What follows belongs to an exercise in optimizing a design on an open flow for small area and a short achievable clock period; a production flow would make more cautious choices.
Only simulation tests tie the RTL to the original design; equivalence was not proved.
No activity file was given, so power comes from the tool's default toggle rates.

`config.mk`:
```
export PLATFORM = sky130hd
export DESIGN_NAME = usb_data_buffer
export DESIGN_NICKNAME = usb_data_buffer
export VERILOG_FILES = /design/flow/design.v
export SDC_FILE = /design/flow/constraint.sdc
export NUM_CORES = 4
export LEC_CHECK = 0
export CAP_MARGIN = 20
export CORE_MARGIN = 2
export CORE_UTILIZATION = 45
export CTS_BUF_LIST = sky130_fd_sc_hd__clkbuf_8
export SETUP_SLACK_MARGIN = 3.5
export SLEW_MARGIN = 20
```
`constraint.sdc`:
```
create_clock -name core_clock -period 7.0 [get_ports {clk}]
set_input_delay 1.4000 -clock core_clock [delete_from_list [all_inputs] [get_ports {clk}]]
set_output_delay 1.4000 -clock core_clock [all_outputs]
set_load 0.01 [all_outputs]
```
`design.v`:
```
package usb_pkg;
  localparam int unsigned USB_BUF_DEPTH  = 64;
  localparam int unsigned USB_BUF_ADDR_W = 6;
  localparam logic [1:0] SIZE_BYTE = 2'd0;
  localparam logic [1:0] SIZE_HALF = 2'd1;
  localparam logic [1:0] SIZE_WORD = 2'd2;
  localparam logic [3:0] PID_OUT   = 4'b0001;
  localparam logic [3:0] PID_IN    = 4'b1001;
  localparam logic [3:0] PID_DATA0 = 4'b0011;
  localparam logic [3:0] PID_DATA1 = 4'b1011;
  localparam logic [3:0] PID_ACK   = 4'b0010;
  localparam logic [3:0] PID_NAK   = 4'b1010;
  localparam logic [3:0] PID_STALL = 4'b1110;
  function automatic logic [2:0] size_bytes(input logic [1:0] sz);
    logic [2:0] n;
    case (sz)
      SIZE_BYTE: n = 3'd1;
      SIZE_HALF: n = 3'd2;
      SIZE_WORD: n = 3'd4;
      default:   n = 3'd0;
    endcase
    size_bytes = n;
  endfunction
endpackage
module usb_buffer_mem
#(
  parameter int unsigned DEPTH  = usb_pkg::USB_BUF_DEPTH,
  parameter int unsigned ADDR_W = usb_pkg::USB_BUF_ADDR_W
) (
  input  logic              clk_i,
  input  logic [ADDR_W-1:0] waddr_i,      
  input  logic [3:0]        wlane_en_i,   
  input  logic [31:0]       wdata_i,      
  input  logic [ADDR_W-1:0] raddr_i,      
  output logic [31:0]       wbank_o,      
  output logic [31:0]       rbank_o       
);
  localparam int unsigned Rows  = DEPTH / 4;
  localparam int unsigned RowW  = ADDR_W - 2;
  logic [7:0] bank_q [4][Rows];
  for (genvar b = 0; b < 4; b++) begin : gen_bank
    logic [1:0]      wlane;
    logic [RowW-1:0] wrow, rrow;
    logic [7:0]      wbyte;
    logic            wen;
    assign wlane = 2'(b) - waddr_i[1:0];
    assign wrow  = waddr_i[ADDR_W-1:2] + RowW'(2'(b) < waddr_i[1:0]);
    assign wbyte = wdata_i[8*wlane +: 8];
    assign wen   = wlane_en_i[wlane];
    assign rrow  = raddr_i[ADDR_W-1:2] + RowW'(2'(b) < raddr_i[1:0]);
    assign rbank_o[8*b +: 8] = bank_q[b][rrow];
    assign wbank_o[8*b +: 8] = wbyte;
    for (genvar r = 0; r < Rows; r++) begin : gen_row
      always_ff @(posedge clk_i) begin
        if (wen && wrow == RowW'(r)) bank_q[b][r] <= wbyte;
      end
    end
  end
endmodule
module usb_data_buffer
#(
  parameter int unsigned DEPTH  = usb_pkg::USB_BUF_DEPTH,
  parameter int unsigned ADDR_W = usb_pkg::USB_BUF_ADDR_W
) (
  input  logic              clk,
  input  logic              n_rst,
  input  logic              flush,
  input  logic              clear,
  input  logic              store_rx_packet_data,
  input  logic [7:0]        rx_packet_data,
  input  logic              get_rx_data,
  input  logic              store_tx_data,
  input  logic [1:0]        data_size,
  input  logic [31:0]       tx_data,
  output logic [31:0]       rx_data,
  input  logic              get_tx_packet_data,
  output logic [7:0]        tx_packet_data,
  output logic [ADDR_W:0]   buffer_occupancy
);
  localparam int unsigned CntW = ADDR_W + 1;
  logic [ADDR_W-1:0] rd_ptr_q, rd_ptr_d, wr_ptr_q, wr_ptr_d;
  logic [CntW-1:0]   occ_q, occ_d;
  logic [7:0] occ_gt;
  logic [3:0] slot_free;
  logic [3:0] occ_gt_q;
  for (genvar k = 0; k < 8; k++) begin : gen_gt
    assign occ_gt[k] = occ_q > CntW'(k);
  end
  for (genvar k = 0; k < 4; k++) begin : gen_free
    assign slot_free[k] = occ_q < CntW'(DEPTH - k);
  end
  logic       sz1, sz2, sz4;
  logic       push_rx, push_tx, pop_tx, pop_rx;
  logic [2:0] push_oh, pop_oh;    
  logic       clr;
  assign sz1     = data_size == 2'd0;
  assign sz2     = data_size == 2'd1;
  assign sz4     = data_size == 2'd2;
  assign push_rx = store_rx_packet_data;
  assign push_tx = !store_rx_packet_data && store_tx_data;
  assign pop_tx  = get_tx_packet_data;
  assign pop_rx  = !get_tx_packet_data && get_rx_data;
  assign clr     = flush || clear;
  assign push_oh[0] = (push_rx || (push_tx && sz1)) && slot_free[0];
  assign push_oh[1] = push_tx && sz2 && slot_free[1];
  assign push_oh[2] = push_tx && sz4 && slot_free[3];
  assign pop_oh[0]  = (pop_tx || (pop_rx && sz1)) && occ_gt[0];
  assign pop_oh[1]  = pop_rx && sz2 && occ_gt[1];
  assign pop_oh[2]  = pop_rx && sz4 && occ_gt[3];
  logic [8:0]      sel;
  logic [CntW-1:0] cand [9];
  logic [3:0]      cand_gt [9];
  logic [3:0]      occ_gt_d;
  always_comb begin
    for (int i = 0; i < 9; i++) begin
      cand[i] = occ_q + CntW'(i) - CntW'(4);
      for (int k = 0; k < 4; k++) cand_gt[i][k] = cand[i] > CntW'(k);
    end
  end
  logic p0, q0;
  assign p0 = !(push_oh[0] || push_oh[1] || push_oh[2]);
  assign q0 = !(pop_oh[0] || pop_oh[1] || pop_oh[2]);
  assign sel[8] = push_oh[2] && q0;
  assign sel[7] = push_oh[2] && pop_oh[0];
  assign sel[6] = (push_oh[1] && q0) || (push_oh[2] && pop_oh[1]);
  assign sel[5] = (push_oh[0] && q0) || (push_oh[1] && pop_oh[0]);
  assign sel[4] = (p0 && q0) || (push_oh[0] && pop_oh[0]) || (push_oh[1] && pop_oh[1]) ||
                  (push_oh[2] && pop_oh[2]);
  assign sel[3] = (p0 && pop_oh[0]) || (push_oh[0] && pop_oh[1]);
  assign sel[2] = (p0 && pop_oh[1]) || (push_oh[1] && pop_oh[2]);
  assign sel[1] = push_oh[0] && pop_oh[2];
  assign sel[0] = p0 && pop_oh[2];
  always_comb begin
    occ_d    = '0;
    occ_gt_d = '0;
    for (int i = 0; i < 9; i++) begin
      occ_d    = occ_d    | ({CntW{sel[i]}} & cand[i]);
      occ_gt_d = occ_gt_d | ({4{sel[i]}} & cand_gt[i]);
    end
    rd_ptr_d = rd_ptr_q;
    if (pop_oh[0]) rd_ptr_d = rd_ptr_q + ADDR_W'(1);
    if (pop_oh[1]) rd_ptr_d = rd_ptr_q + ADDR_W'(2);
    if (pop_oh[2]) rd_ptr_d = rd_ptr_q + ADDR_W'(4);
    wr_ptr_d = wr_ptr_q;
    if (push_oh[0]) wr_ptr_d = wr_ptr_q + ADDR_W'(1);
    if (push_oh[1]) wr_ptr_d = wr_ptr_q + ADDR_W'(2);
    if (push_oh[2]) wr_ptr_d = wr_ptr_q + ADDR_W'(4);
    if (clr) begin
      rd_ptr_d = '0;
      wr_ptr_d = '0;
      occ_d    = '0;
      occ_gt_d = '0;
    end
  end
  always_ff @(posedge clk or negedge n_rst) begin
    if (!n_rst) begin
      rd_ptr_q <= '0;
      wr_ptr_q <= '0;
      occ_q    <= '0;
      occ_gt_q <= '0;
    end else begin
      rd_ptr_q <= rd_ptr_d;
      wr_ptr_q <= wr_ptr_d;
      occ_q    <= occ_d;
      occ_gt_q <= occ_gt_d;
    end
  end
  logic [31:0] push_data, wbank, rbank;
  assign push_data = push_rx ? {tx_data[31:8], rx_packet_data} : tx_data;
  usb_buffer_mem #(
    .DEPTH  (DEPTH),
    .ADDR_W (ADDR_W)
  ) u_mem (
    .clk_i      (clk),
    .waddr_i    (wr_ptr_q),
    .wlane_en_i (slot_free),
    .wdata_i    (push_data),
    .raddr_i    (rd_ptr_q + ADDR_W'(4)),
    .wbank_o    (wbank),
    .rbank_o    (rbank)
  );
  logic [3:0][7:0] win_q, win_d;
  for (genvar b = 0; b < 4; b++) begin : gen_win
    logic [1:0] pos;       
    logic       popped;
    assign pos    = 2'(b) - rd_ptr_q[1:0];
    assign popped = pop_oh[2] || (pop_oh[1] && !pos[1]) || (pop_oh[0] && pos == 2'd0);
    always_comb begin
      if (popped) win_d[b] = occ_gt[3'(pos) + 3'd4] ? rbank[8*b +: 8] : wbank[8*b +: 8];
      else        win_d[b] = occ_gt[3'(pos)]        ? win_q[b]         : wbank[8*b +: 8];
    end
  end
  always_ff @(posedge clk) begin
    win_q <= win_d;
  end
  logic [3:0][7:0] lane;
  logic [3:0]      lane_on;
  for (genvar k = 0; k < 4; k++) begin : gen_lane
    logic [1:0] bank;
    assign bank    = 2'(k) + rd_ptr_q[1:0];
    assign lane[k] = win_q[bank];
  end
  assign lane_on[0] = occ_gt_q[0] && !(data_size[1] && data_size[0]);
  assign lane_on[1] = (occ_gt_q[1] && data_size[1] && !data_size[0]) ||
                      (occ_gt_q[1] && !data_size[1] && data_size[0]);
  assign lane_on[2] = occ_gt_q[2] && data_size[1] && !data_size[0];
  assign lane_on[3] = occ_gt_q[3] && data_size[1] && !data_size[0];
  for (genvar k = 0; k < 4; k++) begin : gen_rx
    assign rx_data[8*k +: 8] = lane_on[k] ? lane[k] : 8'h00;
  end
  assign tx_packet_data   = occ_gt_q[0] ? lane[0] : 8'h00;
  assign buffer_occupancy = occ_q;
endmodule
```
`run.sh`:
```
#!/bin/bash
# synth_recipe.tcl (not shown) runs the flow's synth.tcl, then flattens the netlist and writes it again
# the make line also repeats each setting of config.mk as NAME=value (left out here)
make -C /OpenROAD-flow-scripts/flow DESIGN_CONFIG=/design/flow/config.mk WORK_HOME=/design/flow/orfs CLKGATE_MAP_FILE= SYNTH_SCRIPT=/design/flow/synth_recipe.tcl finish
```
==> flow_summary.yaml, run 1 <==
yosys:
  syn_inst: 2289
  synth_edf_count: 544
  synth_area_um2: 28100
  async_flop_share_pct: 4.06
  synth_seq_area_share_pct: 60.1
  synth_flop_cell: "edfxtp_1"
  synth_warnings: 5
  ys_ff_latch: 567
  yosys.cell_types.count: 83
  syn_avg_cell_area_um2: 12.3
  syn_nets: 2389
min_path:
  holdCritPathClass: "in -> async"
clocking:
  root_buffer: "clkbuf_8"
  clk_path_buf_depth: 3
  clkLatencyLatePin_ps: 710
  cts_max_level: 3
  cts_sinks: 567
  cts_made_buffers: 95
  cts_tree: "done"
  cts.clk_slew.worst_paths_ps: 70
route:
  drt-initial-drc-count: 2423
  dr.pass1.iters: 6
  wire_per_inst_um: 27.0
  drt_wl_total_um: 91500
  num_vias: 21075
  vias_per_cell: 6.21
  postRouteAntennaNets: 0
  drc: 0
run_status:
  status: "finished clean"
timing:
  min_period_ps: 3820
  drv_slew: 0
  finalSetupViolCount: 0
  fin_crit_sh_pct: 54.6
  worst_pin_slew_ps: 1060
  finClkSkew_ps: 36.0
  fmax_ghz: 0.262
  rsz0062_at_grt: "true"
  setup_tns_ps: 0
  whs_ps: 756
  slew_headroom_pct: 29.3
  finalHoldViolCount: 0
floorplan:
  die_h_um: 254
  row_count: 91
  fp.dieW_um: 254
  coreArea_um2: 61700
  io-pin-count: 97
  dieArea_um2: 64500
  start_util_pct: 45.6
power:
  internal_power_w: 0.00620
  p_sw_share_pct: 30.9
  p_sw_w: 0.00277
  power_frac_seq_pct: 47.6
  power_frac_clock_pct: 31.2
  power.leakage_nw: 11.9
  combPwrFrac_pct: 21.2
  p_per_area_nw_per_um2: 265
  peakVddDrop_mv: 0.143
global_routing:
  antenna_found_initial: 2
  grt_max_degree: 54
  grt_pass1_wl_um: 134000
  grt_usage_pct: 28.2
  grt_pass1_vias: 20319
  grt_overflow: 0
worst_setup_path:
  max_stage_delay_ps: 490
  path_delay_family: "multiplexers"
  crit_type: "reg -> out"
  endpoint_kind: "output port"
  worstPathMaxFanout: 4
  critical_path_buf_inv_count: 4
  crit_chain: "buf_12 > clkinv_8 > ha_4 > buf_6 > mux4_2 > nor2b_4 > buf_6"
  cp.required_ps: 5600
  crit_path_top_delay_cell: "mux4_2"
  arrival_ps: 2420
  cp_common_cell: "buf_6"
  crit_path_start_kind: "flop"
layout:
  stdcell_count: 3393
  multi_input_area_um2: 11400
  drive_gt1_share_pct: 23.8
  nFillCells: 5299
  layout-area-overhead-vs-synth_pct: 20.1
  register_area_um2: 16900
  nNetsFinal: 2586
placement:
  place_congestion: 0.971
  hpwl_um: 58800
  dp.cells: 3138
  io_buffer_count: 96
flow_run:
  max-cap-violations: 0
[synthesized netlist by cell type (6+ instances only)]
cell | count | area share [%]
clkbuf_1 | 124 | 1.7
inv_1 | 22 | 0.29
nor2_1 | 171 | 2.3
o211a_1 | 12 | 0.43
and2_1 | 12 | 0.27
xor2_1 | 12 | 0.37
and3_1 | 28 | 0.62
xnor2_1 | 14 | 0.44
nand3b_1 | 12 | 0.32
nand4_1 | 19 | 0.42
a211oi_1 | 30 | 0.80
a311oi_1 | 10 | 0.31
nand2b_1 | 16 | 0.36
a32oi_1 | 11 | 0.34
buf_2 | 26 | 0.46
a21o_1 | 11 | 0.29
a221oi_1 | 29 | 0.90
o21ai_0 | 108 | 1.9
nor4_1 | 6 | 0.13
buf_1 | 15 | 0.20
a21boi_0 | 6 | 0.16
or3_1 | 8 | 0.18
o211ai_1 | 12 | 0.32
a21oi_1 | 126 | 2.2
ha_1 | 50 | 2.2
nor3b_1 | 10 | 0.27
a22oi_1 | 28 | 0.75
a31oi_1 | 52 | 1.2
a222oi_1 | 7 | 0.25
mux2_2 | 65 | 2.6
mux4_2 | 36 | 2.9
nor2b_1 | 41 | 0.91
dfrtp_1 | 23 | 2.0
nand2_1 | 218 | 2.9
o221ai_1 | 9 | 0.28
o22ai_1 | 25 | 0.56
edfxtp_1 | 544 | 58
nor3_1 | 30 | 0.53
mux2i_1 | 79 | 2.8
nand3_1 | 129 | 2.3
[metrics by stage]
stage                     instance area (um2)  utilization, %  power, W  setup slack (ps)
after global placement                  30200            48.9   0.00590              2020
after global routing                    33800            54.7   0.00924              3130
final                                   33800            54.7   0.00897              3180
after CTS                               33100            53.6   0.00883              3160
after floorplan                         28200               -   0.00514              3490
after detailed placement                30200            49.0   0.00591              1840
[sequential cells by signal, indices dropped and copies added, names as in the netlist]
name          flops
occ_q             7
wr_ptr_q          6
occ_gt_q          4
rd_ptr_q          6
u_mem.bank_q    512
win_q            32
[worst register-to-register path, stage by stage, from the launching register on]
cell and delay, ps:
dfrtp_2 430, buf_6 150, buf_12 130, clkbuf_16 170, ha_4 180, ha_4 180
ha_4 190, xnor3_4 410, buf_12 190, buf_4 130, mux4_2 420, mux2i_1 250
a22o_1 260, o21ai_0 120
[routing by layer]
layer / share of wire (%) / GRT usage (%) / up-vias
met2: 47 / 44.7 / 1145
li1: - / - / 9259
met4: 3.1 / 9.16 / 0
met3: 9.0 / 4.86 / 178
met1: 41 / 39.6 / 10493
met5: 0 / 0 / -
[power by group through the flow]
stage               Clock (W)  Sequential, W  Combinational (W)
floorplan                   0        0.00414           0.000995
global placement            0        0.00430            0.00160
detailed placement          0        0.00430            0.00161
CTS                   0.00284        0.00424            0.00175
global route          0.00297        0.00426            0.00201
finish                0.00280        0.00426            0.00190
[worst paths after layout]
path | start | endpoint | slack, ps | cells past startpoint
min in group core_clock | u_mem.bank_q[30][4] | win_q[12] | 760 | 4
worst max-delay path | rd_ptr_q[0] | rx_data[15] | 3180 | 7
max in group asynchronous | n_rst | rd_ptr_q[4] | 5670 | 1
worst max register to register | rd_ptr_q[0] | win_q[20] | 3530 | 13
worst min register to register | u_mem.bank_q[30][4] | win_q[12] | 760 | 4
worst min-delay path | n_rst | occ_q[2] | 760 | 1
[what timing repair did]
| item | in CTS | in global routing |
|---|---|---|
| pin swaps | 19 | 16 |
| cloned | 6 | 3 |
| resized for setup | 335 | 96 |
| endpoints found under the setup margin | 617 | 444 |
| setup buffers | 51 | 28 |
| hold buffers | 0 | 0 |
[cells in the final DEF (no fill, tap or decap), types with 12 or more instances in the layout]
master	instances
edfxtp_1	544
nand2_1	215
nor2_1	131
nand3_1	129
buf_4	124
a21oi_1	122
clkbuf_8	97
o21ai_0	89
mux2i_1	71
mux2_2	58
clkdlybuf4s50_1	52
a31oi_1	51
inv_1	46
ha_1	38
mux4_2	36
nor2_2	35
buf_6	35
nor3_1	29
a22oi_1	28
a221oi_1	28
nor2b_1	26
buf_2	25
o22ai_1	24
clkinv_1	22
and3_1	21
nand4_1	19
a211oi_1	19
nand2b_1	16
dfrtp_1	16
buf_12	16
o21ai_1	15
o211ai_1	12
nand3b_1	12
xnor2_1	12
[cell type report]
cell class                      count  area share [%]
Antenna cell                        1         0.00741
Clock buffer                       96            3.91
Clock inverter                     70            1.30
Inverter                           26           0.374
Multi-Input combinational cell   1532            33.6
Sequential cell                   567            50.1
Tap cell                          837            3.10
Timing Repair Buffer              264            7.57
[logic make-up after synthesis]
kind of cell / count (synthesis) / synth area share (%)
AND/OR/NAND/NOR: 719 / 12.0
multiplexers: 181 / 8.34
buffers and inverters: 192 / 2.69
XOR/XNOR: 37 / 1.71
AO/OA/AOI/OAI: 543 / 12.8
adder cells (fa/ha/maj): 50 / 2.22
flip-flops: 567 / 60.1
==> run 2, diff against run 1 <==
--- a/config.mk
+++ b/config.mk
@@ -7,7 +7,6 @@
 export LEC_CHECK = 0
 export CAP_MARGIN = 20
 export CORE_MARGIN = 2
-export CORE_UTILIZATION = 45
-export CTS_BUF_LIST = sky130_fd_sc_hd__clkbuf_8
+export CORE_UTILIZATION = 30
 export SETUP_SLACK_MARGIN = 3.5
 export SLEW_MARGIN = 20
==> run 2 against run 1 <==
Against the previous run:
- still clean
- final cell count grew 11%
- count of clock-buffer cells in the layout is 27 lower
- maximum frequency rose by 1.8%
- area after synthesis unchanged
- combinational power grew 4%
- global-route usage shrank 9.2 points
- sequential share of layout area shrank 1.5 points
- register-to-register slack worse by 170 ps
- first-iteration DRC count rose by 6.9%
- clock power up 19%
- flip-flop and latch count did not move
- highest routed layer unchanged
==> flow_summary.yaml, run 2 <==
floorplan:
  io-pin-count: 97
  dieArea_um2: 96200
  coreArea_um2: 93000
  start_util_pct: 30.2
  row_count: 112
  die_h_um: 310
  fp.dieW_um: 310
flow_run:
  max-cap-violations: 0
yosys:
  yosys.area.top_type: "edfxtp_1"
  synth_area_um2: 28100
  synth_commonest_cells: "544 x edfxtp_1, 218 x nand2_1, 171 x nor2_1"
  yosys.cell_types.count: 83
  synth_warnings: 5
  syn_inst: 2289
  synthTopCellsByArea: "edfxtp_1 58%, nand2_1 2.9%, mux4_2 2.9%, mux2i_1 2.8%, mux2_2 2.6%"
  async_flop_share_pct: 4.06
  syn_avg_cell_area_um2: 12.3
  syn_nets: 2389
  synth_seq_area_share_pct: 60.1
  synth.top_cell.area_share_pct: 58.1
  synth_edf_count: 544
  synth_flop_cell: "edfxtp_1"
  synth_most_common_cell: "edfxtp_1"
  ys_ff_latch: 567
power:
  p_sw_w: 0.00278
  combPwrFrac_pct: 20.8
  internal_power_w: 0.00677
  power.leakage_nw: 12.0
  p_sw_share_pct: 29.1
  peakVddDrop_mv: 0.201
  p_per_area_nw_per_um2: 275
  power_frac_seq_pct: 44.2
  power_frac_clock_pct: 35.0
layout:
  nFillCells: 8880
  register_area_um2: 16900
  final_common_cell: "edfxtp_1"
  multi_input_area_um2: 11500
  drive_gt1_share_pct: 23.9
  nNetsFinal: 2565
  final_cell_mix: "544 x edfxtp_1, 216 x nand2_1, 145 x buf_4"
  regMostFlops: "u_mem.bank_q"
  stdcell_count: 3767
  largest_reg_flops: 512
  final_cell_area_um2: 34800
  reg.largest.list: "u_mem.bank_q (512), win_q (32), occ_q (7)"
  num_antenna_cells: 0
  layout-area-overhead-vs-synth_pct: 23.7
placement:
  dp.cells: 3552
  placed_area_um2: 30700
  hpwl_um: 60900
  io_buffer_count: 96
  place_congestion: 0.876
route:
  drt_wl_total_um: 94300
  postRouteAntennaNets: 0
  drc: 0
  wire_per_inst_um: 25.0
  vias_per_cell: 5.65
  dr.pass1.iters: 7
  num_vias: 21267
  drt-initial-drc-count: 2590
clocking:
  clk_path_buf_depth: 3
  hold_buffers: 0
  cts_tree: "done"
  cts.clk_slew.worst_paths_ps: 70
  root_buffer: "clkbuf_16"
  clkLatencyLatePin_ps: 640
  cts_sinks: 567
  cts_made_buffers: 58
  cts_max_level: 2
worst_setup_path:
  crit_chain: "clkinv_4 > ha_4 > mux4_2 > nor2b_1 > buf_2"
  crit_path_top_delay_cell: "mux4_2"
  worst_r2r_path_depth: 7
  critical_path_buf_inv_count: 2
  endpoint_kind: "output port"
  max_stage_delay_ps: 550
  path_delay_family: "multiplexers"
  arrival_ps: 2350
  crit_type: "reg -> out"
  r2r_end: "u_mem.bank_q[25][2]"
  crit_path_start_kind: "flop"
  cp.required_ps: 5600
  worstPathMaxFanout: 6
  regToRegStartpoint: "occ_q[1]"
  r2r_slack_ps: 3360
min_path:
  holdCritPathClass: "reg -> reg"
  hold_start: "occ_q[0]"
  worstHoldEndpoint: "occ_q[0]"
  hold_depth: 2
global_routing:
  grt_pass1_wl_um: 137000
  grt_max_degree: 53
  grt_overflow: 0
  grt_usage_pct: 19.1
  antenna_found_initial: 1
  grt_pass1_vias: 20127
timing:
  min_period_ps: 3750
  rsz0062_at_grt: "true"
  fin_crit_sh_pct: 53.6
  finalHoldViolCount: 0
  worst_pin_slew_ps: 1160
  finClkSkew_ps: 20.6
  fmax_ghz: 0.267
  finalSetupViolCount: 0
  setup_tns_ps: 0
  drv_slew: 0
  slew_headroom_pct: 22.5
run_status:
  status: "finished clean"
## run 2: cell counts after synthesis
Identical to the previous run, type by type.
## run 2: cell type report
type	count	share of cell area, %
Clock inverter	39	1.49
Clock buffer	69	4.38
Timing Repair Buffer	280	7.59
Inverter	26	0.381
Sequential cell	567	48.6
Multi-Input combinational cell	1532	33.0
Tap cell	1254	4.51
## run 2: power groups by stage
stage                     Combinational [W]  Clock (W)  Sequential (W)
after global placement              0.00163          0         0.00425
after CTS                           0.00187    0.00338         0.00421
after floorplan                    0.000995          0         0.00414
final                               0.00198    0.00334         0.00423
after global routing                0.00208    0.00351         0.00423
after detailed placement            0.00164          0         0.00425
## run 2: routing by layer
| layer | part of all wire (%) | track usage, % |
|---|---|---|
| met2 | 45 | 29.5 |
| met1 | 42 | 27.5 |
| met5 | 0 | 0 |
| met4 | 2.8 | 5.91 |
| met3 | 9.7 | 2.92 |
## run 2: repair_timing
item	in CTS	in global routing
resized for setup	391	78
setup endpoints to repair	701	442
buffers inserted	57	39
cloned	6	3
pin swaps	19	14
## run 2: kinds of logic after synthesis
logic type / count (synthesis) / share of synthesized area, %
AO/OA/AOI/OAI: 543 / 12.8
flip-flops: 567 / 60.1
multiplexers: 181 / 8.34
adder cells (fa/ha/maj): 50 / 2.22
buffers and inverters: 192 / 2.69
XOR/XNOR: 37 / 1.71
AND/OR/NAND/NOR: 719 / 12.0
## run 2: how the worst max path moves through the flow
stage	start	endpoint	slack, ps	cells after the start
floorplan	rd_ptr_q[1]	rx_data[29]	3490	7
global placement	data_size[0]	rx_data[9]	1590	6
detailed placement	data_size[0]	rx_data[9]	1610	6
CTS	data_size[1]	rx_data[21]	3230	6
global route	rd_ptr_q[0]	rx_data[15]	3210	5
finish	rd_ptr_q[0]	rx_data[15]	3250	5
## run 2: worst reg2reg max path: stages, from the launching register on
cell and delay [ps]:
dfrtp_4 570, clkinvlp_4 250, ha_1 350, a31oi_1 260
o22ai_1 120, a21oi_1 580, nand3b_1 470, nor2_2 670
## run 2: through the flow
step	utilization, %	setup WS [ps]	power (W)	hold slack, ps
global route	37.4	3210	0.00982	745
global placement	33.0	1590	0.00588	698
floorplan	-	3490	0.00514	594
CTS	36.6	3230	0.00946	708
detailed placement	33.0	1610	0.00589	681
finish	37.4	3250	0.00955	714
==> run 3, diff against run 2 <==
==> flow/run.sh (new file) <==
#!/bin/bash
# The standard ORFS layout, with one change: synthesis maps the logic with an
# area-oriented ABC script (flow/abc_area.script) instead of ORFS's, which
# upsizes and buffers every gate before placement. Timing repair after
# placement sizes up only the gates on paths that need it.
set -euo pipefail
here=$(pwd)
rm -rf "$here/scripts"
cp -r "$FLOW_HOME/scripts" "$here/scripts"
cp "$here/flow/abc_area.script" "$here/scripts/abc_area.script"
bash standard.sh SCRIPTS_DIR="$here/scripts" finish > "$here/orfs_make.log" 2>&1
==> flow/abc_area.script (new file) <==
strash
&get -n
&fraig -x
&put
scorr
dc2
strash
&get -n
&dch -f
&nf -R 1000
&put
==> standard.sh (new file) <==
#!/bin/bash
# synth_recipe.tcl (not shown) runs the flow's synth.tcl, then flattens the netlist and writes it again
# the make line also repeats each setting of config.mk as NAME=value (left out here)
make -C /OpenROAD-flow-scripts/flow DESIGN_CONFIG=/design/flow/config.mk WORK_HOME=/design/flow/orfs CLKGATE_MAP_FILE= SYNTH_SCRIPT=/design/flow/synth_recipe.tcl "${@:-finish}"
--- a/config.mk
+++ b/config.mk
@@ -5,8 +5,10 @@
 export SDC_FILE = /design/flow/constraint.sdc
 export NUM_CORES = 4
 export LEC_CHECK = 0
+export ABC_AREA = 1
 export CAP_MARGIN = 20
 export CORE_MARGIN = 2
-export CORE_UTILIZATION = 30
+export CORE_UTILIZATION = 45
+export CTS_BUF_LIST = sky130_fd_sc_hd__clkbuf_8
 export SETUP_SLACK_MARGIN = 3.5
 export SLEW_MARGIN = 20
removed: run.sh
==> run 3 against run 2 <==
Against the previous run:
- critical path depth rose by 1
- power fell by 12%
- count of clock-buffer cells in the layout rose by 26
- setup slack got worse by 140 ps
- global-route usage rose by 10 points
- critical endpoint unchanged
- highest routed layer unchanged
==> flow_summary.yaml, run 3 <==
run_status:
  status: "finished clean"
route:
  wl_met2_um: 37500
  met1Wirelength_um: 35100
  postRouteAntennaNets: 0
  drc: 0
  drt_wl_total_um: 85100
  highest_layer: "met4"
  drt-initial-drc-count: 2541
  vias_per_cell: 6.31
  dr.pass1.iters: 9
  dr_wl_met3_um: 9000
  wire_per_inst_um: 28.4
  num_vias: 18942
yosys:
  synth_flop_cell: "edfxtp_1"
  synth_most_common_cell: "edfxtp_1"
  syn_nets: 1920
  synth_commonest_cells: "544 x edfxtp_1, 232 x nor2_1, 152 x nand2_1"
  synth_area_um2: 25000
  synthTopCellsByArea: "edfxtp_1 65%, a222oi_1 3.6%, nor2_1 3.5%, ha_1 2.5%, a22oi_1 2.4%"
  synth.top_cell.area_share_pct: 65.4
  syn_inst: 1820
  synth_seq_area_share_pct: 67.7
  synth_edf_count: 544
  async_flop_share_pct: 4.06
  yosys.area.top_type: "edfxtp_1"
  synth_warnings: 5
  ys_ff_latch: 567
  syn_avg_cell_area_um2: 13.7
  yosys.cell_types.count: 51
worst_setup_path:
  crit_type: "reg -> out"
  max_stage_delay_ps: 510
  cp.required_ps: 5600
  crit_path_start_kind: "flop"
  cp_common_cell: "buf_6"
  endpoint_kind: "output port"
  crit_chain: "clkinv_8 > ha_4 > buf_6 > mux4_2 > and2_4 > buf_6"
  arrival_ps: 2490
  path_delay_family: "flip-flops"
  crit_path_top_delay_cell: "dfrtp_4"
  critical_path_buf_inv_count: 3
  worstPathMaxFanout: 4
clocking:
  cts_tree: "done"
  cts_sinks: 567
  clk_path_buf_depth: 3
  root_buffer: "clkbuf_8"
  clkLatencyLatePin_ps: 710
  cts_max_level: 3
  cts.clk_slew.worst_paths_ps: 60
  cts_made_buffers: 92
  hold_buffers: 0
power:
  peakVddDrop_mv: 0.140
  p_sw_share_pct: 29.5
  p_sw_w: 0.00247
  p_per_area_nw_per_um2: 268
  internal_power_w: 0.00591
  power_frac_seq_pct: 50.6
  power_frac_clock_pct: 32.0
  combPwrFrac_pct: 17.4
  power.leakage_nw: 10.6
layout:
  final_common_cell: "edfxtp_1"
  nNetsFinal: 2278
  reg.largest.list: "u_mem.bank_q (512), win_q (32), occ_q (7)"
  layout-area-overhead-vs-synth_pct: 25.1
  final_cell_mix: "544 x edfxtp_1, 151 x nor2_1, 140 x nand2_1"
  drive_gt1_share_pct: 25.0
  nFillCells: 4488
  regMostFlops: "u_mem.bank_q"
  largest_reg_flops: 512
global_routing:
  grt_usage_pct: 29.3
  grt_max_degree: 39
  antenna_found_initial: 1
  grt_pass1_vias: 17853
  grt_overflow: 0
  grt_pass1_wl_um: 121000
timing:
  finClkSkew_ps: 48.4
  min_period_ps: 3890
  worst_pin_slew_ps: 1080
  drv_slew: 0
  finalHoldViolCount: 0
  rsz0062_at_grt: "true"
  final.setup.worst_slack_ps: 3110
  slew_headroom_pct: 27.8
  fmax_ghz: 0.257
  finalSetupViolCount: 0
  fin_crit_sh_pct: 55.6
  setup_tns_ps: 0
placement:
  hpwl_um: 56800
  place_ws_ps: 1630
  io_buffer_count: 96
  place_congestion: 0.959
floorplan:
  die_h_um: 240
  coreArea_um2: 55000
  fp.dieW_um: 240
  start_util_pct: 45.4
  dieArea_um2: 57400
  io-pin-count: 97
  row_count: 86
min_path:
  holdCritPathClass: "reg -> reg"
flow_run:
  max-cap-violations: 0
run 3: cell type report:
class | count | area [um2] | share of cell area [%]
Sequential cell | 567 | 16900 | 54.2
Multi-Input combinational cell | 1233 | 9070 | 29.0
Timing Repair Buffer | 262 | 2480 | 7.94
Clock buffer | 95 | 1310 | 4.19
Tap cell | 748 | 936 | 3.00
Clock inverter | 73 | 384 | 1.23
Inverter | 21 | 104 | 0.332
Timing Repair inverter | 1 | 16.3 | 0.0521
Antenna cell | 1 | 2.50 | 0.00801
run 3: repair_timing:
item,4_1_cts,5_1_grt
setup buffers,53,36
pin swaps,30,32
setup endpoints to repair,698,460
gates cloned,2,2
gates resized for setup,360,132
run 3: worst paths after layout:
path / cells past startpoint / to / startpoint / slack, ps
setup reg to reg: 11 / win_q[8] / rd_ptr_q[1] / 3460
setup / recovery: 6 / rx_data[15] / rd_ptr_q[1] / 3110
max in group asynchronous: 2 / rd_ptr_q[3] / n_rst / 5560
hold reg to reg: 2 / win_q[27] / u_mem.bank_q[63][3] / 590
min in group asynchronous: 2 / occ_q[2] / n_rst / 1100
hold / removal: 2 / win_q[27] / u_mem.bank_q[63][3] / 590
run 3: per-stage QoR:
stage | utilization, % | cell area (um2) | power, W | cells | hold slack [ps]
final | 56.8 | 31200 | 0.00838 | 3001 | 590
after global routing | 56.8 | 31200 | 0.00865 | 3001 | 612
after CTS | 55.3 | 30400 | 0.00826 | 2962 | 580
after detailed placement | 50.2 | 27600 | 0.00547 | 2739 | 572
after global placement | 50.1 | 27600 | 0.00547 | 2739 | 555
after floorplan | - | 25100 | 0.00485 | 1820 | 526
run 3: worst reg2reg max path, cell delays in order, from the launching register on:
cell,delay [ps]
dfrtp_4,510
buf_4,330
ha_1,310
nand3_1,160
xnor2_1,180
nand2_1,200
nor3_1,70
buf_4,190
a222oi_1,690
nand4_1,200
a221oi_1,290
a21oi_1,130
run 3: cell families (layout without fill, tap and decap cells):
kind of cell	count (synthesis)	in the layout	share of synthesized area, %
compound gates	482	483	13.7
xor+xnor	53	53	1.86
fa+ha+maj	50	50	2.51
buf+inv	21	452	0.316
flops	567	567	67.7
mux	61	61	3.37
other cells	0	1	0
simple gates	586	586	10.5
run 3: per-layer routing:
layer / vias to the layer above / track usage (%)
li1: 8131 / -
met1: 9476 / 42.2
met2: 1172 / 43.5
met3: 163 / 5.42
met4: 0 / 13.2
met5: - / 0
run 3: power groups by stage:
stage,Combinational (W),Clock (W),Sequential (W)
after detailed placement,0.00118,0,0.00429
after floorplan,0.000685,0,0.00416
after global routing,0.00154,0.00287,0.00424
after CTS,0.00134,0.00271,0.00422
final,0.00146,0.00268,0.00424
after global placement,0.00118,0,0.00429
==> run 4, diff against run 3 <==
--- a/config.mk
+++ b/config.mk
@@ -8,7 +8,6 @@
 export ABC_AREA = 1
 export CAP_MARGIN = 20
 export CORE_MARGIN = 2
-export CORE_UTILIZATION = 45
-export CTS_BUF_LIST = sky130_fd_sc_hd__clkbuf_8
+export CORE_UTILIZATION = 30
 export SETUP_SLACK_MARGIN = 3.5
 export SLEW_MARGIN = 20
==> run 4 against run 3 <==
Against the previous run:
- non-clock buffer count rose by 26
- final cell count rose by 9.4%
- maximum frequency rose by 1.5%
- highest routed layer unchanged
- area after synthesis did not move
- still clean on timing, DRC and antenna
- register-to-register slack got worse by 80 ps
- largest cell class unchanged
- cell area rose by 3.0%
- count of clock-buffer cells in the layout fell by 35
- global-route usage fell by 11 points
- critical endpoint is now rx_data[10]
- combinational power barely moved
- setup slack improved by 57 ps
- sequential share of layout area fell by 1.6 points
- critical path type is now in -> out
- die area rose by 49%
==> flow_summary.yaml, run 4 <==
yosys:
  synth.area.mux_share_pct: 3.37
  yosys.cell_types.count: 51
  synth_top_family_by_area: "compound AO/OA/AOI/OAI gates"
  synth_xor_area_share_pct: 1.86
  synth_seq_area_share_pct: 67.7
  synth_edf_count: 544
  synth.top_cell.area_share_pct: 65.4
  synth_compound_gate_area_share_pct: 13.7
  synthTopCellsByArea: "edfxtp_1 65%, a222oi_1 3.6%, nor2_1 3.5%, ha_1 2.5%, a22oi_1 2.4%"
  synthSimpleGateAreaFrac_pct: 10.5
  yosys.area.top_type: "edfxtp_1"
  synth_flop_cell: "edfxtp_1"
  syn_avg_cell_area_um2: 13.7
  syn_nets: 1920
  synth_most_common_cell: "edfxtp_1"
  synth_adder_area_share_pct: 2.51
  syn_inst: 1820
  synth_commonest_cells: "544 x edfxtp_1, 232 x nor2_1, 152 x nand2_1"
  synth_warnings: 5
  ys_ff_latch: 567
  async_flop_share_pct: 4.06
  synth_area_um2: 25000
run_status:
  status: "finished clean"
floorplan:
  die_h_um: 292
  row_count: 105
  start_util_pct: 30.4
  dieArea_um2: 85500
  fp.dieW_um: 292
  io-pin-count: 97
  coreArea_um2: 82200
global_routing:
  antenna_found_initial: 0
  grt_usage_pct: 18.7
  grt_pass1_vias: 17819
  grt_overflow: 0
  grt_max_degree: 39
  grt_pass1_wl_um: 120000
clocking:
  cts_made_buffers: 56
  cts.clk_slew.worst_paths_ps: 60
  cts_max_level: 2
  cts_tree: "done"
  cts_sinks: 567
  clkLatencyLatePin_ps: 650
  hold_buffers: 0
  clk_path_buf_depth: 3
  root_buffer: "clkbuf_16"
power:
  p_per_area_nw_per_um2: 274
  peakVddDrop_mv: 0.213
  power.leakage_nw: 10.7
route:
  dr.pass1.iters: 8
  vias_per_cell: 5.74
  drt-initial-drc-count: 2839
  drt_wl_total_um: 83400
  drc: 0
  wl_met2_um: 36600
  wire_per_inst_um: 25.4
  highest_layer: "met4"
  postRouteAntennaNets: 0
  dr_wl_met3_um: 10200
  met1Wirelength_um: 34900
  num_vias: 18836
timing:
  rsz0062_at_grt: "true"
  finalSetupViolCount: 0
  worst_pin_slew_ps: 1130
  drv_slew: 0
  setup_tns_ps: 0
  min_period_ps: 3840
  slew_headroom_pct: 24.5
  finalHoldViolCount: 0
  fin_crit_sh_pct: 54.8
  finClkSkew_ps: 39.5
  fmax_ghz: 0.261
layout:
  nNetsFinal: 2267
  nFillCells: 7597
  drive_gt1_share_pct: 26.0
  register_area_um2: 16900
  stdcell_count: 3283
  reg.largest.list: "u_mem.bank_q (512), win_q (32), occ_q (7)"
  layout-area-overhead-vs-synth_pct: 28.8
  multi_input_area_um2: 9160
  largest_reg_flops: 512
  final_common_cell: "edfxtp_1"
  regMostFlops: "u_mem.bank_q"
  final_cell_mix: "544 x edfxtp_1, 148 x nor2_1, 141 x buf_4"
placement:
  place_congestion: 0.916
  dp.cells: 3056
  io_buffer_count: 96
  hpwl_um: 56000
worst_setup_path:
  crit_path_start_kind: "input pin"
  crit_type: "in -> out"
  setup.worst_path.start: "data_size[1]"
  regToRegStartpoint: "rd_ptr_q[0]"
  cp.required_ps: 5600
  arrival_ps: 2440
  endpoint_kind: "output port"
  worstPathMaxFanout: 5
min_path:
  hold_start: "rd_ptr_q[4]"
  holdCritPathClass: "reg -> reg"
flow_run:
  max-cap-violations: 0
-- run 4: cell types whose count changed in the layout (fill, tap and decap cells not counted), sizes merged --
cell,change
clkbuf,-33
inv,-33
buf,+24
clkinv,-7
bufinv,+6
clkinvlp,+4
a21o,-1
clkdlybuf4s50,+1
dlymetal6s2s,-1
-- run 4: per-stage QoR --
stage	setup WS (ps)	utilization (%)	area, um2	hold WS (ps)	total power, W
after floorplan	3420	-	25100	526	0.00485
after global placement	2140	34.0	27900	576	0.00546
after detailed placement	2020	34.0	28000	591	0.00548
after CTS	3190	37.8	31100	607	0.00868
after global routing	3150	39.1	32200	672	0.00904
final	3160	39.1	32200	609	0.00880
-- run 4: layout make-up --
cell class | count | share of cell area (%)
diodes | 1 | 0.00778
clock buffers | 60 | 4.40
clock inverters | 43 | 1.47
inverters | 21 | 0.327
multi-input cells | 1232 | 28.5
flip-flops and latches | 567 | 52.7
well taps | 1070 | 4.16
repair buffers | 288 | 8.43
repair inverters | 1 | 0.0272
-- run 4: timing repair --
item / CTS / global route
gates resized for setup: 381 / 143
gates cloned: 4 / 1
setup buffers: 71 / 47
pin swaps: 46 / 53
hold endpoints to repair: 0 / 0
setup endpoints to repair: 651 / 578
-- run 4: logic make-up (layout without fill, tap and decap cells) --
family,after synthesis,in the layout
mux,61,61
compound gates,482,482
flops,567,567
simple gates,586,586
fa+ha+maj,50,50
buf+inv,21,413
xor+xnor,53,53
other cells,0,1
-- run 4: worst max-delay path: stages --
cell and delay (ps):
buf_8 100, and2_4 160, nor3b_4 290, buf_4 180, buf_6 80, and2_4 120
buf_6 90
-- run 4: per-layer routing --
metal	track usage, %	up-vias
li1	-	8080
met1	27.4	9455
met2	28.1	1177
met3	4.41	124
met4	4.17	0
met5	0	-
-- run 4: power by group --
part	internal (W)	total [W]	leakage (nW)	switching, W
clock	0.00177	0.00308	0.913	0.00131
combinational	0.000565	0.00149	4.51	0.000922
sequential	0.00401	0.00423	5.28	0.000220
-- run 4: worst paths after layout --
kind	end	slack [ps]	depth (start not counted)
setup reg to reg	win_q[22]	3380	14
hold / removal	rd_ptr_q[4]	610	1
setup / recovery	rx_data[10]	3160	7
max in group asynchronous	wr_ptr_q[0]	5510	2
min in group asynchronous	occ_gt_q[2]	1180	2
hold reg to reg	rd_ptr_q[4]	610	1
==> run 5, diff against run 4 <==
--- a/design.v
+++ b/design.v
@@ -180,14 +180,29 @@
     .rbank_o    (rbank)
   );
   logic [3:0][7:0] win_q, win_d;
+  logic [3:0] rot_q, rot_d;
+  always_comb begin
+    rot_d = rot_q;
+    if (pop_oh[0]) rot_d = {rot_q[2:0], rot_q[3]};
+    if (pop_oh[1]) rot_d = {rot_q[1:0], rot_q[3:2]};
+    if (clr)       rot_d = 4'b0001;
+  end
+  always_ff @(posedge clk or negedge n_rst) begin
+    if (!n_rst) rot_q <= 4'b0001;
+    else        rot_q <= rot_d;
+  end
   for (genvar b = 0; b < 4; b++) begin : gen_win
-    logic [1:0] pos;       
-    logic       popped;
-    assign pos    = 2'(b) - rd_ptr_q[1:0];
-    assign popped = pop_oh[2] || (pop_oh[1] && !pos[1]) || (pop_oh[0] && pos == 2'd0);
+    logic [3:0] at;        
+    logic       popped, held, behind_held;
+    for (genvar j = 0; j < 4; j++) begin : gen_at
+      assign at[j] = rot_q[(b - j + 4) % 4];
+    end
+    assign popped      = pop_oh[2] || (pop_oh[1] && (at[0] || at[1])) || (pop_oh[0] && at[0]);
+    assign held        = |(at & occ_gt[3:0]);
+    assign behind_held = |(at & occ_gt[7:4]);
     always_comb begin
-      if (popped) win_d[b] = occ_gt[3'(pos) + 3'd4] ? rbank[8*b +: 8] : wbank[8*b +: 8];
-      else        win_d[b] = occ_gt[3'(pos)]        ? win_q[b]         : wbank[8*b +: 8];
+      if (popped) win_d[b] = behind_held ? rbank[8*b +: 8] : wbank[8*b +: 8];
+      else        win_d[b] = held        ? win_q[b]         : wbank[8*b +: 8];
     end
   end
   always_ff @(posedge clk) begin
@@ -195,10 +210,10 @@
   end
   logic [3:0][7:0] lane;
   logic [3:0]      lane_on;
-  for (genvar k = 0; k < 4; k++) begin : gen_lane
-    logic [1:0] bank;
-    assign bank    = 2'(k) + rd_ptr_q[1:0];
-    assign lane[k] = win_q[bank];
+  always_comb begin
+    lane = '0;
+    for (int k = 0; k < 4; k++)
+      for (int b = 0; b < 4; b++) lane[k] = lane[k] | (win_q[b] & {8{rot_q[(b - k + 4) % 4]}});
   end
   assign lane_on[0] = occ_gt_q[0] && !(data_size[1] && data_size[0]);
   assign lane_on[1] = (occ_gt_q[1] && data_size[1] && !data_size[0]) ||
--- a/config.mk
+++ b/config.mk
@@ -8,6 +8,7 @@
 export ABC_AREA = 1
 export CAP_MARGIN = 20
 export CORE_MARGIN = 2
-export CORE_UTILIZATION = 30
+export CORE_UTILIZATION = 45
+export CTS_BUF_LIST = sky130_fd_sc_hd__clkbuf_8
 export SETUP_SLACK_MARGIN = 3.5
 export SLEW_MARGIN = 20
==> run 5 against run 4 <==
Against the previous run:
- die area is 33% lower
- global-route usage is 9.9 points higher
- setup slack worse by 100 ps
- via count is 0.31% lower
- critical path depth is 1 lower
- clock power is 9.4% lower
- combinational power is 21% lower
- critical endpoint is now rx_data[12]
==> flow_summary.yaml, run 5 <==
timing:
  finalSetupViolCount: 0
  fin_crit_sh_pct: 56.3
  finalHoldViolCount: 0
  setup_tns_ps: 0
  rsz0062_at_grt: "true"
  finClkSkew_ps: 31.8
  final.setup.worst_slack_ps: 3060
  slew_headroom_pct: 27.3
  drv_slew: 0
  worst_pin_slew_ps: 1080
  fmax_ghz: 0.254
  min_period_ps: 3940
yosys:
  synth.area.mux_share_pct: 1.21
  synth_edf_count: 544
  syn_avg_cell_area_um2: 13.8
  synthTopCellsByArea: "edfxtp_1 66%, a222oi_1 4.9%, a22oi_1 3.0%, nor2_1 2.9%, dfrtp_1 2.6%"
  synth_warnings: 5
  synth_xor_area_share_pct: 1.90
  syn_inst: 1800
  syn_nets: 1897
  synth_flop_cell: "edfxtp_1"
  async_flop_share_pct: 4.73
  synth_commonest_cells: "544 x edfxtp_1, 195 x nor2_1, 160 x nand2_1"
  synth_seq_area_share_pct: 68.4
  synth.top_cell.area_share_pct: 65.6
  synth_area_um2: 24900
  synth_compound_gate_area_share_pct: 16.0
  synthSimpleGateAreaFrac_pct: 9.83
  synth_most_common_cell: "edfxtp_1"
  yosys.area.top_type: "edfxtp_1"
  ys_ff_latch: 571
  synth_adder_area_share_pct: 2.36
  yosys.cell_types.count: 54
  synth_top_family_by_area: "compound AO/OA/AOI/OAI gates"
flow_run:
  max-cap-violations: 0
worst_setup_path:
  worstPathMaxFanout: 5
  crit_path_top_delay_cell: "or3b_4"
  arrival_ps: 2540
  cp.required_ps: 5600
  max_stage_delay_ps: 460
  critical_path_buf_inv_count: 3
  crit_chain: "buf_8 > and2_4 > or3b_4 > buf_6 > a21oi_2 > buf_2"
  path_delay_family: "simple AND/OR/NAND/NOR gates"
  crit_type: "in -> out"
  crit_path_start_kind: "input pin"
  endpoint_kind: "output port"
layout:
  nFillCells: 4519
  drive_gt1_share_pct: 20.3
  layout-area-overhead-vs-synth_pct: 21.5
  nNetsFinal: 2208
  regMostFlops: "u_mem.bank_q"
  num_antenna_cells: 0
  final_common_cell: "edfxtp_1"
  fin_util_pct: 55.1
  reg.largest.list: "u_mem.bank_q (512), win_q (32), occ_q (7)"
  final_cell_area_um2: 30200
  largest_reg_flops: 512
  final_cell_mix: "544 x edfxtp_1, 156 x nand2_1, 128 x nor2_1"
global_routing:
  grtUsageMet2_pct: 44.5
  grt_pass1_wl_um: 119000
  antenna_found_initial: 1
  grt_pass1_vias: 17934
  grt_max_degree: 46
  grtUsageMet1_pct: 39.9
  busiest_layer: "met2"
  grt_usage_pct: 28.6
  grt_overflow: 0
  met3_usage_pct: 5.96
route:
  num_vias: 18777
  postRouteAntennaNets: 0
  drt_wl_total_um: 83000
  dr.pass1.iters: 8
  wire_per_inst_um: 28.8
  drc: 0
  drt-initial-drc-count: 2602
  vias_per_cell: 6.52
floorplan:
  start_util_pct: 45.4
  dieArea_um2: 57200
  io-pin-count: 97
  fp.dieW_um: 239
  coreArea_um2: 54900
  die_h_um: 239
  row_count: 86
placement:
  io_buffer_count: 96
  hpwl_um: 54600
  place_congestion: 0.944
  placed_area_um2: 27200
  place_ws_ps: 1820
clocking:
  cts_tree: "done"
  cts_sinks: 571
  hold_buffers: 0
  cts.clk_slew.worst_paths_ps: 70
  cts_made_buffers: 92
  cts_max_level: 3
  clkLatencyLatePin_ps: 720
  clk_path_buf_depth: 3
  root_buffer: "clkbuf_8"
run_status:
  status: "finished clean"
power:
  p_per_area_nw_per_um2: 270
  peakVddDrop_mv: 0.145
  power.leakage_nw: 10.1
min_path:
  holdCritPathClass: "reg -> reg"
[run 5: cell families after synthesis]
group                    Yosys count
adder cells (fa/ha/maj)           47
multiplexers                      28
buffers and inverters             20
AO/OA/AOI/OAI                    544
XOR/XNOR                          54
flip-flops                       571
AND/OR/NAND/NOR                  536
[run 5: path summary, 6_finish.rpt]
check,start,to,slack (ps),cells past startpoint
worst max-delay path,data_size[1],rx_data[12],3060,6
worst min-delay path,rd_ptr_q[0],rd_ptr_q[0],570,1
worst max register to register,occ_q[1],u_mem.bank_q[16][0],3530,10
worst min register to register,rd_ptr_q[0],rd_ptr_q[0],570,1
max in group asynchronous,n_rst,occ_q[3],5540,2
min in group asynchronous,n_rst,occ_q[1],1100,2
[run 5: worst register-to-register path, stage by stage (launching register included)]
cell and delay [ps]:
dfrtp_4 460, clkinv_2 170, ha_1 340, a21oi_2 260
nor2_1 130, nor2_1 170, a21oi_1 110, nand2_1 80
o21ai_0 140, or3_1 460, nor2_1 760
[run 5: layout make-up]
type	count	area (um2)	share of cell area, %
inverters	20	82.6	0.273
clock inverters	69	464	1.53
repair buffers	217	1970	6.53
flip-flops and latches	571	17000	56.3
well taps	704	881	2.91
clock buffers	92	1270	4.19
multi-input cells	1209	8540	28.2
[run 5: through the flow]
step	cells	hold slack, ps	power, W
after floorplan	1800	502	0.00471
after global placement	2651	544	0.00524
after detailed placement	2651	553	0.00524
after CTS	2871	566	0.00812
after global routing	2882	597	0.00843
final	2882	567	0.00818
[run 5: repair_timing]
item | 4_1_cts | 5_1_grt
cloned | 1 | 1
pin swaps | 16 | 12
buffers inserted | 58 | 10
gates resized for setup | 295 | 91
endpoints found under the hold margin | 0 | 0
endpoints found under the setup margin | 701 | 348
[run 5: report_power, final]
part,leakage (nW),total (W),internal [W],switching [W]
Sequential,5.34,0.00421,0.00401,0.000204
Combinational,3.80,0.00118,0.000401,0.000782
Clock,0.954,0.00279,0.00142,0.00137
[run 5: routing by layer]
| metal | wire length [um] | part of all wire (%) |
|---|---|---|
| met2 | 37800 | 46 |
| met5 | 0 | 0 |
| met1 | 34000 | 41 |
| met4 | 2920 | 3.5 |
| met3 | 8290 | 10 |
==> run 6, diff against run 5 <==
--- a/config.mk
+++ b/config.mk
@@ -10,5 +10,7 @@
 export CORE_MARGIN = 2
 export CORE_UTILIZATION = 45
 export CTS_BUF_LIST = sky130_fd_sc_hd__clkbuf_8
+export CTS_CLUSTER_DIAMETER = 50
+export CTS_CLUSTER_SIZE = 16
 export SETUP_SLACK_MARGIN = 3.5
 export SLEW_MARGIN = 20
==> run 6 against run 5 <==
Against the previous run:
- largest power group unchanged
- register-to-register slack got worse by 30 ps
- highest routed layer is now met5
- first-iteration DRC count increased by 2.3%
- clock power decreased by 23%
- largest cell class unchanged
- non-clock buffer count increased by 9
- maximum frequency about the same
- final cell count decreased by 2.0%
- sequential power about the same
- via count decreased by 1.1%
==> flow_summary.yaml, run 6 <==
worst_setup_path:
  crit_path_start_kind: "input pin"
  max_stage_delay_ps: 460
  worstPathMaxFanout: 5
  endpoint_kind: "output port"
  cp.required_ps: 5600
  regToRegStartpoint: "rd_ptr_q[2]"
  crit_chain: "buf_8 > and2_4 > or3b_4 > buf_4 > a21oi_2 > buf_2"
  arrival_ps: 2540
  crit_path_top_delay_cell: "or3b_4"
  setup.worst_path.start: "data_size[1]"
  crit_type: "in -> out"
yosys:
  synth_most_common_cell: "edfxtp_1"
  synth_commonest_cells: "544 x edfxtp_1, 195 x nor2_1, 160 x nand2_1"
  yosys.cell_types.count: 54
  synth_warnings: 5
  synth_seq_area_share_pct: 68.4
  yosys.area.top_type: "edfxtp_1"
  synth_edf_count: 544
  syn_avg_cell_area_um2: 13.8
  syn_inst: 1800
  syn_nets: 1897
  synth_area_um2: 24900
  synthTopCellsByArea: "edfxtp_1 66%, a222oi_1 4.9%, a22oi_1 3.0%, nor2_1 2.9%, dfrtp_1 2.6%"
  async_flop_share_pct: 4.73
  synth.top_cell.area_share_pct: 65.6
  ys_ff_latch: 571
  synth_flop_cell: "edfxtp_1"
timing:
  finalHoldViolCount: 0
  fin_crit_sh_pct: 56.3
  finalSetupViolCount: 0
  rsz0062_at_grt: "true"
  slew_headroom_pct: 26.8
  setup_tns_ps: 0
  fmax_ghz: 0.254
  finClkSkew_ps: 33.0
  min_period_ps: 3940
  drv_slew: 0
  worst_pin_slew_ps: 1090
  whs_ps: 571
placement:
  hpwl_um: 54600
  dp.cells: 2651
  place_congestion: 0.944
  io_buffer_count: 96
clocking:
  clkLatencyLatePin_ps: 700
  hold_buffers: 0
  cts_made_buffers: 53
  cts.clk_slew.worst_paths_ps: 80
  clk_path_buf_depth: 3
  cts_tree: "done"
  root_buffer: "clkbuf_8"
  cts_max_level: 2
  cts_sinks: 571
floorplan:
  die_h_um: 239
  fp.dieW_um: 239
  start_util_pct: 45.4
  row_count: 86
  io-pin-count: 97
  dieArea_um2: 57200
  coreArea_um2: 54900
route:
  vias_per_cell: 6.58
  dr.pass1.iters: 9
  wire_per_inst_um: 29.1
  postRouteAntennaNets: 0
  drt_wl_total_um: 82200
  drc: 0
  drt-initial-drc-count: 2661
  num_vias: 18574
min_path:
  holdCritPathClass: "reg -> reg"
  hold_start: "rd_ptr_q[0]"
layout:
  drive_gt1_share_pct: 20.5
  multi_input_area_um2: 8620
  stdcell_count: 2823
  reg.largest.list: "u_mem.bank_q (512), win_q (32), occ_q (7)"
  final_cell_mix: "544 x edfxtp_1, 153 x nand2_1, 123 x a222oi_1"
  register_area_um2: 17000
  final_common_cell: "edfxtp_1"
  num_antenna_cells: 0
  nFillCells: 4583
  layout-area-overhead-vs-synth_pct: 20.0
  regMostFlops: "u_mem.bank_q"
  nNetsFinal: 2180
  largest_reg_flops: 512
global_routing:
  antenna_found_initial: 0
  grt_overflow: 0
  grt_pass1_vias: 17545
  grt_pass1_wl_um: 117000
  grt_usage_pct: 28.2
  grt_max_degree: 46
run_status:
  status: "finished clean"
power:
  finalPower_w: 0.00757
  p_per_area_nw_per_um2: 253
  power.leakage_nw: 9.80
  peakVddDrop_mv: 0.175
flow_run:
  max-cap-violations: 0
run 6: cell families after synthesis:
logic type,synth area share (%)
simple gates,9.83
fa+ha+maj,2.36
mux,1.21
xor+xnor,1.90
buf+inv,0.302
flops,68.4
compound gates,16.0
run 6: what timing repair did:
action,CTS,global route
pin swaps,13,18
endpoints found under the hold margin,0,0
cloned,2,2
setup buffers,51,26
endpoints found under the setup margin,696,479
gates resized for setup,321,85
run 6: power breakdown:
part | switching [W] | internal (W)
clock network | 0.00123 | 0.000928
registers | 0.000207 | 0.00400
logic | 0.000792 | 0.000412
run 6: final timing paths:
| path | endpoint | slack [ps] | cells after the start |
|---|---|---|---|
| hold reg to reg | rd_ptr_q[0] | 570 | 1 |
| min in group asynchronous | rd_ptr_q[4] | 1120 | 2 |
| max in group asynchronous | occ_q[2] | 5520 | 2 |
| setup reg to reg | win_q[7] | 3500 | 9 |
| setup / recovery | rx_data[9] | 3060 | 6 |
| hold / removal | rd_ptr_q[0] | 570 | 1 |
run 6: critical path, delay by kind of cell:
kind,cells,cell delay [ps]
compound gates,1,110
buf+inv,3,410
simple gates,2,610
run 6: metal layers:
metal | part of all wire (%) | wire, um | global-route usage, %
met5 | 0.18 | 144 | 0
met4 | 4.2 | 3440 | 11.7
met3 | 9.5 | 7770 | 4.13
met2 | 45 | 36800 | 43.3
met1 | 41 | 34100 | 40.4
run 6: through the flow:
stage / setup WS [ps] / instance area [um2] / util, %
final: 3060 / 29900 / 54.4
after global routing: 3030 / 29900 / 54.4
after CTS: 3060 / 29400 / 53.6
after detailed placement: 1820 / 27200 / 49.6
after global placement: 1930 / 27200 / 49.6
after floorplan: 3370 / 25000 / -
run 6: cell type report:
cell class,instances,area share (%)
clock inverter,36,1.28
tap,704,2.95
multi-input combinational,1211,28.9
timing repair buffer,226,7.07
inverter,20,0.268
clock buffer,55,2.53
sequential,571,57.0
==> run 7, diff against run 6 <==
--- a/design.v
+++ b/design.v
@@ -209,20 +209,34 @@
     win_q <= win_d;
   end
   logic [3:0][7:0] lane;
-  logic [3:0]      lane_on;
   always_comb begin
     lane = '0;
     for (int k = 0; k < 4; k++)
       for (int b = 0; b < 4; b++) lane[k] = lane[k] | (win_q[b] & {8{rot_q[(b - k + 4) % 4]}});
   end
-  assign lane_on[0] = occ_gt_q[0] && !(data_size[1] && data_size[0]);
-  assign lane_on[1] = (occ_gt_q[1] && data_size[1] && !data_size[0]) ||
-                      (occ_gt_q[1] && !data_size[1] && data_size[0]);
-  assign lane_on[2] = occ_gt_q[2] && data_size[1] && !data_size[0];
-  assign lane_on[3] = occ_gt_q[3] && data_size[1] && !data_size[0];
-  for (genvar k = 0; k < 4; k++) begin : gen_rx
-    assign rx_data[8*k +: 8] = lane_on[k] ? lane[k] : 8'h00;
-  end
-  assign tx_packet_data   = occ_gt_q[0] ? lane[0] : 8'h00;
+  usb_out_mask u_out_mask (
+    .lane_i      (lane),
+    .occ_gt_i    (occ_gt_q),
+    .data_size_i (data_size),
+    .rx_data_o   (rx_data),
+    .tx_data_o   (tx_packet_data)
+  );
   assign buffer_occupancy = occ_q;
 endmodule
+module usb_out_mask (
+  input  logic [3:0][7:0] lane_i,
+  input  logic [3:0]      occ_gt_i,
+  input  logic [1:0]      data_size_i,
+  output logic [31:0]     rx_data_o,
+  output logic [7:0]      tx_data_o
+);
+  logic [3:0] lane_on;
+  assign lane_on[0] = occ_gt_i[0] && !(data_size_i[1] && data_size_i[0]);
+  assign lane_on[1] = occ_gt_i[1] && (data_size_i[1] != data_size_i[0]);
+  assign lane_on[2] = occ_gt_i[2] && data_size_i[1] && !data_size_i[0];
+  assign lane_on[3] = occ_gt_i[3] && data_size_i[1] && !data_size_i[0];
+  for (genvar k = 0; k < 4; k++) begin : gen_rx
+    assign rx_data_o[8*k +: 8] = lane_on[k] ? lane_i[k] : 8'h00;
+  end
+  assign tx_data_o = occ_gt_i[0] ? lane_i[0] : 8'h00;
+endmodule
--- a/config.mk
+++ b/config.mk
@@ -10,7 +10,7 @@
 export CORE_MARGIN = 2
 export CORE_UTILIZATION = 45
 export CTS_BUF_LIST = sky130_fd_sc_hd__clkbuf_8
-export CTS_CLUSTER_DIAMETER = 50
-export CTS_CLUSTER_SIZE = 16
 export SETUP_SLACK_MARGIN = 3.5
 export SLEW_MARGIN = 20
+export SYNTH_HIERARCHICAL = 1
+export SYNTH_MINIMUM_KEEP_SIZE = 0
==> run 7 against run 6 <==
Against the previous run:
- final cell count rose by 2.7%
- cell area rose by 3.7%
- critical endpoint is now rx_data[7]
- combinational power fell by 4%
- still clean
- clock skew rose by 5.7 ps
- area after synthesis rose by 1.5%
==> flow_summary.yaml, run 7 <==
run_status:
  status: "finished clean"
yosys:
  synth_area_um2: 25300
  synth_top_family_by_area: "compound AO/OA/AOI/OAI gates"
  async_flop_share_pct: 4.73
  synth.area.mux_share_pct: 4.84
  synth_compound_gate_area_share_pct: 12.3
  ys_ff_latch: 571
  syn_inst: 1785
  synth_flop_cell: "edfxtp_1"
  synth_most_common_cell: "edfxtp_1"
  synth_adder_area_share_pct: 2.13
  synthTopCellsByArea: "edfxtp_1 65%, a222oi_1 5.5%, nand2_1 3.4%, mux4_2 2.9%, dfrtp_1 2.6%"
  syn_nets: 1878
  synth_commonest_cells: "544 x edfxtp_1, 228 x nand2_1, 161 x nor2_1"
  synthSimpleGateAreaFrac_pct: 11.4
  syn_avg_cell_area_um2: 14.2
  synth_warnings: 11
  synth_xor_area_share_pct: 1.73
  synth_seq_area_share_pct: 67.3
  synth.top_cell.area_share_pct: 64.7
  yosys.area.top_type: "edfxtp_1"
  yosys.cell_types.count: 50
  synth_edf_count: 544
clocking:
  clk_path_buf_depth: 3
  clkLatencyLatePin_ps: 700
  cts_tree: "done"
  cts_made_buffers: 93
  cts_sinks: 571
  root_buffer: "clkbuf_8"
  cts_max_level: 3
  hold_buffers: 0
  cts.clk_slew.worst_paths_ps: 60
layout:
  num_antenna_cells: 0
  final_common_cell: "edfxtp_1"
  regMostFlops: "u_mem.bank_q"
  register_area_um2: 17000
  largest_reg_flops: 512
  multi_input_area_um2: 9010
  nNetsFinal: 2178
  nFillCells: 4568
  layout-area-overhead-vs-synth_pct: 22.6
  reg.largest.list: "u_mem.bank_q (512), win_q (32), occ_q (7)"
  drive_gt1_share_pct: 21.6
  final_cell_mix: "544 x edfxtp_1, 221 x nand2_1, 138 x a222oi_1"
placement:
  hpwl_um: 53200
  place_congestion: 0.931
  io_buffer_count: 96
  place_ws_ps: 2020
floorplan:
  fp.dieW_um: 241
  coreArea_um2: 55300
  dieArea_um2: 58100
  start_util_pct: 45.7
  row_count: 86
  die_h_um: 241
  io-pin-count: 97
power:
  peakVddDrop_mv: 0.175
  internal_power_w: 0.00587
  p_per_area_nw_per_um2: 262
  p_sw_share_pct: 27.6
  power_frac_seq_pct: 51.2
  power_frac_clock_pct: 34.7
  p_sw_w: 0.00224
  power.leakage_nw: 10.6
  combPwrFrac_pct: 14.1
route:
  drc: 0
  drt_wl_total_um: 80700
  wire_per_inst_um: 27.8
  vias_per_cell: 6.37
  dr.pass1.iters: 14
  drt-initial-drc-count: 2566
  num_vias: 18479
  postRouteAntennaNets: 0
worst_setup_path:
  arrival_ps: 2300
  cp_common_cell: "buf_6"
  max_stage_delay_ps: 490
  crit_path_start_kind: "flop"
  critical_path_buf_inv_count: 3
  path_delay_family: "flip-flops"
  endpoint_kind: "output port"
  setup.worst_path.start: "rot_q[0]"
  r2r_slack_ps: 3610
  regToRegStartpoint: "rd_ptr_q[0]"
  worstPathMaxFanout: 6
  cp.required_ps: 5600
  crit_chain: "buf_8 > buf_6 > a222oi_1 > nand2_1 > and2_4 > nor2b_4 > buf_6"
  crit_type: "reg -> out"
  crit_path_top_delay_cell: "dfstp_4"
timing:
  finalHoldViolCount: 0
  fmax_ghz: 0.270
  setup_tns_ps: 0
  min_period_ps: 3700
  final.setup.worst_slack_ps: 3300
  finalSetupViolCount: 0
  finClkSkew_ps: 38.6
  worst_pin_slew_ps: 1120
  rsz0062_at_grt: "true"
  fin_crit_sh_pct: 52.9
  drv_slew: 0
  slew_headroom_pct: 25.5
global_routing:
  grt_pass1_vias: 17775
  grt_overflow: 0
  antenna_found_initial: 0
  grt_max_degree: 43
  grt_usage_pct: 27.7
  grt_pass1_wl_um: 117000
flow_run:
  max-cap-violations: 0
min_path:
  holdCritPathClass: "reg -> reg"
  hold_start: "rd_ptr_q[4]"
## run 7: cell types whose count changed in the layout (fill, tap and decap cells not counted), sizes merged, moves of 14 or more
cell    change
nor2       -34
buf        -21
clkbuf     +39
inv        +24
nand2      +68
mux4       +32
a222oi     +15
nand3      +37
a21oi      -63
mux2       +25
o21ai      -14
a22oi      -43
## run 7: power by group through the flow
stage | Sequential [W] | Combinational [W] | Clock, W
floorplan | 0.00415 | 0.000555 | 0
global placement | 0.00420 | 0.000978 | 0
detailed placement | 0.00421 | 0.000981 | 0
CTS | 0.00414 | 0.00108 | 0.00285
global route | 0.00416 | 0.00121 | 0.00300
finish | 0.00415 | 0.00115 | 0.00281
## run 7: final timing paths
| kind | cells past startpoint | to |
|---|---|---|
| min in group asynchronous | 2 | occ_q[5] |
| max in group asynchronous | 2 | occ_q[1] |
| hold / removal | 1 | rd_ptr_q[4] |
| setup / recovery | 7 | rx_data[7] |
| setup reg to reg | 11 | win_q[1] |
| hold reg to reg | 1 | rd_ptr_q[4] |
## run 7: per-module statistics from Yosys (local to each module, per instance), excerpt
module / cell area, um2 / times used / cells inside / flip-flops and latches
usb_data_buffer: 5200 / 1 / 628 / 59
usb_out_mask: 280 / 1 / 43 / 0
## run 7: layout make-up
| cell class | instances | area share, % |
|---|---|---|
| Inverter | 16 | 0.222 |
| Tap cell | 748 | 3.02 |
| Timing Repair Buffer | 205 | 6.97 |
| Clock buffer | 97 | 4.31 |
| Sequential cell | 571 | 55.0 |
| Multi-Input combinational cell | 1198 | 29.1 |
| Clock inverter | 64 | 1.43 |
## run 7: worst reg2reg max path, cell delays in order (launching register included)
cell	delay (ps)
dfrtp_2	460
or2_0	220
ha_1	250
ha_1	240
xor2_1	180
nand2_2	120
nor2_2	120
a222oi_1	670
nand3_1	170
a21oi_1	170
nand4_1	170
mux2_1	380
## run 7: stage by stage
step,total power [W],cells,hold slack [ps],cell area (um2),util (%)
after floorplan,0.00470,1785,511,25300,-
after global placement,0.00518,2658,583,27400,49.6
after detailed placement,0.00519,2659,585,27400,49.6
after CTS,0.00806,2874,617,30300,54.8
after global routing,0.00837,2899,633,31000,56.0
final,0.00811,2899,615,31000,56.0
## run 7: per-layer routing
layer | GRT usage, % | wire length [um] | share of wire, %
met1 | 37.6 | 32200 | 40
met2 | 44.7 | 38200 | 47
met3 | 5.55 | 7650 | 9.5
met4 | 9.65 | 2660 | 3.3
met5 | 0 | 0 | 0
## run 7: repair_timing
item	CTS	global route
setup endpoints to repair	638	578
setup buffers	48	24
gates resized for setup	376	109
cloned	6	1
pin swaps	54	71
## run 7: cell families (layout without fill, tap and decap cells)
group,count (synthesis),after routing
AND/OR/NAND/NOR,628,628
flip-flops,571,571
AO/OA/AOI/OAI,400,400
multiplexers,77,77
XOR/XNOR,50,50
adder cells (fa/ha/maj),43,43
buffers and inverters,16,382

-- separate check: timing with driven ports --
The flow's constraints put no driver on any port. The routed layouts listed below were extracted and timed again, unchanged, in two steps.
Step 1 sets driving cells, clkbuf_16 on the clock port and buf_2 on the other inputs (assumed; they add their load-dependent delay and slew).
Step 2 times the ports against the registers' clock, not the clock port: input delays grow and output delays shrink by t, the midpoint of the rising clock arrivals with the driver on.
Slacks: ideal / step 1 / step 2; pairs: ideal / step 1.
run | t (ns) | setup WS [ns]
run 1 | 0.748 | 3.180 / 3.123 / 2.907
run 2 | 0.696 | 3.248 / 3.184 / 2.816
run 3 | 0.745 | 3.107 / 3.048 / 2.764
run 4 | 0.687 | 3.165 / 3.122 / 2.823
run 5 | 0.757 | 3.062 / 3.010 / 2.923
run 6 | 0.735 | 3.062 / 3.010 / 2.939
run 7 | 0.734 | 3.296 / 3.245 / 2.867
After both steps every run listed still meets setup and hold.
